This design comes from an exercise in tuning for small area, a short achievable clock period and few clock cycles per item on the open sky130 flow, not from production work. At most, simulation tests tie the RTL to the original design; equivalence was not proved. Power and IR drop assume default switching activity.

Design bit_vector_last_one_query_core, start of the top module:
module bit_vector_last_one_query_core (
	input  logic                           clk,
	input  logic                           arst_n,
	input  logic                           in_valid,
	output logic                           in_stall,
	input  logic [bvlq_pkg::FUNC_W-1:0]    func,
	input  logic                           bit_value,
	input  logic [bvlq_pkg::POS_W-1:0]     query_pos,
	output logic                           out_valid,
	input  logic                           out_stall,
	output logic [bvlq_pkg::POS_W-1:0]     last_one_pos,
	output logic                           found,
	output logic [bvlq_pkg::STAT_W-1:0]    status
);
For scale: about 3000 cells after synthesis, roughly 48000 um^2 of cells after synthesis.
==> flow/config.mk <==
export PLATFORM = sky130hd
export DESIGN_NAME = bit_vector_last_one_query_core
export DESIGN_NICKNAME = bit_vector_last_one_query_core
export VERILOG_FILES = /design/flow/design.v
export SDC_FILE = /design/flow/constraint.sdc
export NUM_CORES = 4
export LEC_CHECK = 0
export CAP_MARGIN = 20
export CORE_MARGIN = 2
export CORE_UTILIZATION = 35
export SETUP_SLACK_MARGIN = 5
export SLEW_MARGIN = 20
export SYNTH_MEMORY_MAX_BITS = 8192
==> flow/constraint.sdc <==
create_clock -name core_clock -period 10.0 [get_ports {clk}]
set_input_delay 2.0000 -clock core_clock [delete_from_list [all_inputs] [get_ports {clk}]]
set_output_delay 2.0000 -clock core_clock [all_outputs]
set_load 0.01 [all_outputs]
standard.sh (not shown) runs the stock make flow with config.mk's settings and CLKGATE_MAP_FILE= SYNTH_SCRIPT=/design/flow/synth_recipe.tcl, a recipe that flattens the netlist after the stock synthesis.
==> flow/flow/run.sh <==
#!/bin/bash
set -euo pipefail
MARGIN=$(cat flow/margin.txt)
bash standard.sh SETUP_SLACK_MARGIN="$MARGIN" finish > make_finish.log 2>&1
==> flow/flow/margin.txt <==
6.5
The starting point finished clean.
Next try:
--- a/flow/design.v
+++ b/flow/design.v
@@ -16,31 +16,32 @@
 	localparam logic [STAT_W-1:0] ST_RANGE = 2'd2;
 	typedef logic [BLOCK_BITS-1:0] word_t;
 	typedef logic [NUM_ROWS-1:0]   rows_t;
 	typedef logic [POS_W-1:0]      pos_t;
 	typedef logic [BLK_W-1:0]      blk_t;
 	typedef logic [OFF_W-1:0]      off_t;
 endpackage
 module bvlq_store (
 	input  logic              clk,
-	input  bvlq_pkg::rows_t   we,
+	input  logic              we,
+	input  bvlq_pkg::blk_t    waddr,
 	input  bvlq_pkg::word_t   wdata,
 	input  bvlq_pkg::rows_t   rsel,
 	output bvlq_pkg::word_t   rdata,
 	output bvlq_pkg::rows_t   nz
 );
 	bvlq_pkg::word_t rows_q [bvlq_pkg::NUM_ROWS];
 	bvlq_pkg::rows_t nz_q;
 	logic            wnz;
 	assign wnz = |wdata;
 	for (genvar k = 0; k < bvlq_pkg::NUM_ROWS; k++) begin : g_row
 		always_ff @(posedge clk) begin
-			if (we[k]) begin
+			if (we && (waddr == bvlq_pkg::blk_t'(k))) begin
 				rows_q[k] <= wdata;
 				nz_q[k]   <= wnz;
 			end
 		end
 	end
 	always_comb begin
 		rdata = '0;
 		for (int k = 0; k < bvlq_pkg::NUM_ROWS; k++) begin
 			rdata = rdata | (rows_q[k] & {bvlq_pkg::BLOCK_BITS{rsel[k]}});
@@ -100,19 +101,19 @@
 	localparam int unsigned GW = $clog2(NG);
 	logic hold_q;    
 	logic miss_q;    
 	logic stall_q;   
 	logic run_ab;
 	logic                        a_valid_q;
 	logic [bvlq_pkg::FUNC_W-1:0] a_func_q;
 	logic                        a_bit_q;
 	bvlq_pkg::pos_t              a_pos_q;
-	assign run_ab   = !hold_q && !miss_q;
+	assign run_ab   = !stall_q;
 	assign in_stall = stall_q;
 	always_ff @(posedge clk or negedge arst_n) begin
 		if (!arst_n) begin
 			a_valid_q <= 1'b0;
 		end else if (run_ab) begin
 			a_valid_q <= in_valid;
 		end
 	end
 	always_ff @(posedge clk) begin
@@ -123,50 +124,36 @@
 		end
 	end
 	bvlq_pkg::pos_t  len_q;      
 	logic            empty_q;    
 	logic            bnd_q;      
 	bvlq_pkg::blk_t  tblk_q;     
 	bvlq_pkg::word_t tail_q;     
 	logic a_go;
 	logic is_app, is_set, is_qry;
-	logic full;
-	logic app_ok, set_ok;
+	logic full, at_bnd;
+	logic app_ok, set_ok, commit;
 	bvlq_pkg::off_t  app_off, set_off;
 	logic [bvlq_pkg::STAT_W-1:0] a_stat;
 	logic            a_rng;
 	logic            a_qv;
 	bvlq_pkg::pos_t  a_pm1;
 	bvlq_pkg::blk_t  a_blk;
 	logic            a_tail;
 	assign a_go   = a_valid_q && run_ab;
 	assign is_app = (a_func_q == bvlq_pkg::FUNC_APPEND);
 	assign is_set = (a_func_q == bvlq_pkg::FUNC_SET);
 	assign is_qry = (a_func_q == bvlq_pkg::FUNC_QUERY);
 	assign full   = len_q[bvlq_pkg::POS_W-1];
+	assign at_bnd = bnd_q;
 	assign app_ok = a_go && is_app && !full;
 	assign set_ok = a_go && is_set && !empty_q;
-	logic            bnd_n, full_n;
-	bvlq_pkg::blk_t  tblk_n;
-	bvlq_pkg::rows_t wr_q;
-	assign bnd_n  = app_ok ? (len_q[OW-1:0] == '1) : bnd_q;
-	assign full_n = app_ok ? (len_q == bvlq_pkg::pos_t'(bvlq_pkg::MAX_BITS - 1)) : full;
-	assign tblk_n = app_ok ? len_q[bvlq_pkg::POS_W-2:OW] : tblk_q;
-	always_ff @(posedge clk or negedge arst_n) begin
-		if (!arst_n) begin
-			wr_q <= '0;
-		end else if (run_ab) begin
-			for (int k = 0; k < NR; k++) begin
-				wr_q[k] <= in_valid && (func == bvlq_pkg::FUNC_APPEND) && bnd_n && !full_n
-					&& (tblk_n == bvlq_pkg::blk_t'(k));
-			end
-		end
-	end
+	assign commit = app_ok && at_bnd;
 	assign app_off = len_q[OW-1:0];
 	assign set_off = len_q[OW-1:0] - bvlq_pkg::off_t'(1);
 	assign a_rng  = (a_pos_q > len_q);
 	assign a_pm1  = a_pos_q - bvlq_pkg::pos_t'(1);
 	assign a_blk  = a_pm1[bvlq_pkg::POS_W-2:OW];
 	assign a_tail = (a_blk == tblk_q);
 	assign a_qv   = is_qry && (a_pos_q != '0) && !a_rng;
 	always_comb begin
 		a_stat = bvlq_pkg::ST_OK;
@@ -193,19 +180,20 @@
 			    || (set_ok && (set_off == bvlq_pkg::off_t'(i)))) begin
 				tail_q[i] <= a_bit_q;
 			end
 		end
 	end
 	bvlq_pkg::rows_t psel, nz;
 	bvlq_pkg::word_t pdata;
 	bvlq_store u_store (
 		.clk   (clk),
-		.we    (wr_q & {NR{run_ab}}),
+		.we    (commit),
+		.waddr (tblk_q),
 		.wdata (tail_q),
 		.rsel  (psel),
 		.rdata (pdata),
 		.nz    (nz)
 	);
 	logic                        b_valid_q;
 	logic [bvlq_pkg::STAT_W-1:0] b_stat_q;
 	logic                        b_qv_q;
 	logic                        b_tail_q;
After rerunning: The new run completed with no timing, DRC or antenna violations. Worst hold slack gains 34 ps. Fmax came out higher by a few percent. Setup slack improves by 130 ps. Clock-buffer cell count falls by 2. Design area went down slightly. Sequential share of layout area came out higher by 0.36 points. Total power shrinks by a few percent. Sequential cell count falls by 15.
Testbench counts after the change, summed over its fixed seeds: cycles 13,025, items 12,800.
Function not checked in the first run of this note: the RTL went through the layout flow alone.

-- afterwards: timing with drivers on the ports --
The results above use ideal ports. As a check the final layouts listed here were re-extracted and re-timed, cells and wires unchanged. Step 1, drivers: a clkbuf_16 drives clk and a buf_2 each remaining input, both assumed. Step 2 moves the port delays by t, midway between the first and last clock arrival at a register: inputs arrive t later, outputs are due t later. That takes back most of the time a late clock gives input paths. a / b / c = ideal ports / drivers / drivers and shift; a / b = the first two.
run | shift t [ns] | slack for setup (ns) | clock arrival spread, ns
the first run | 0.809 | 6.002 / 6.002 / 6.002 | 0.039 / 0.038
the second run | 0.797 | 6.133 / 6.133 / 6.133 | 0.035 / 0.036
After both steps setup and hold are still met in every run listed.
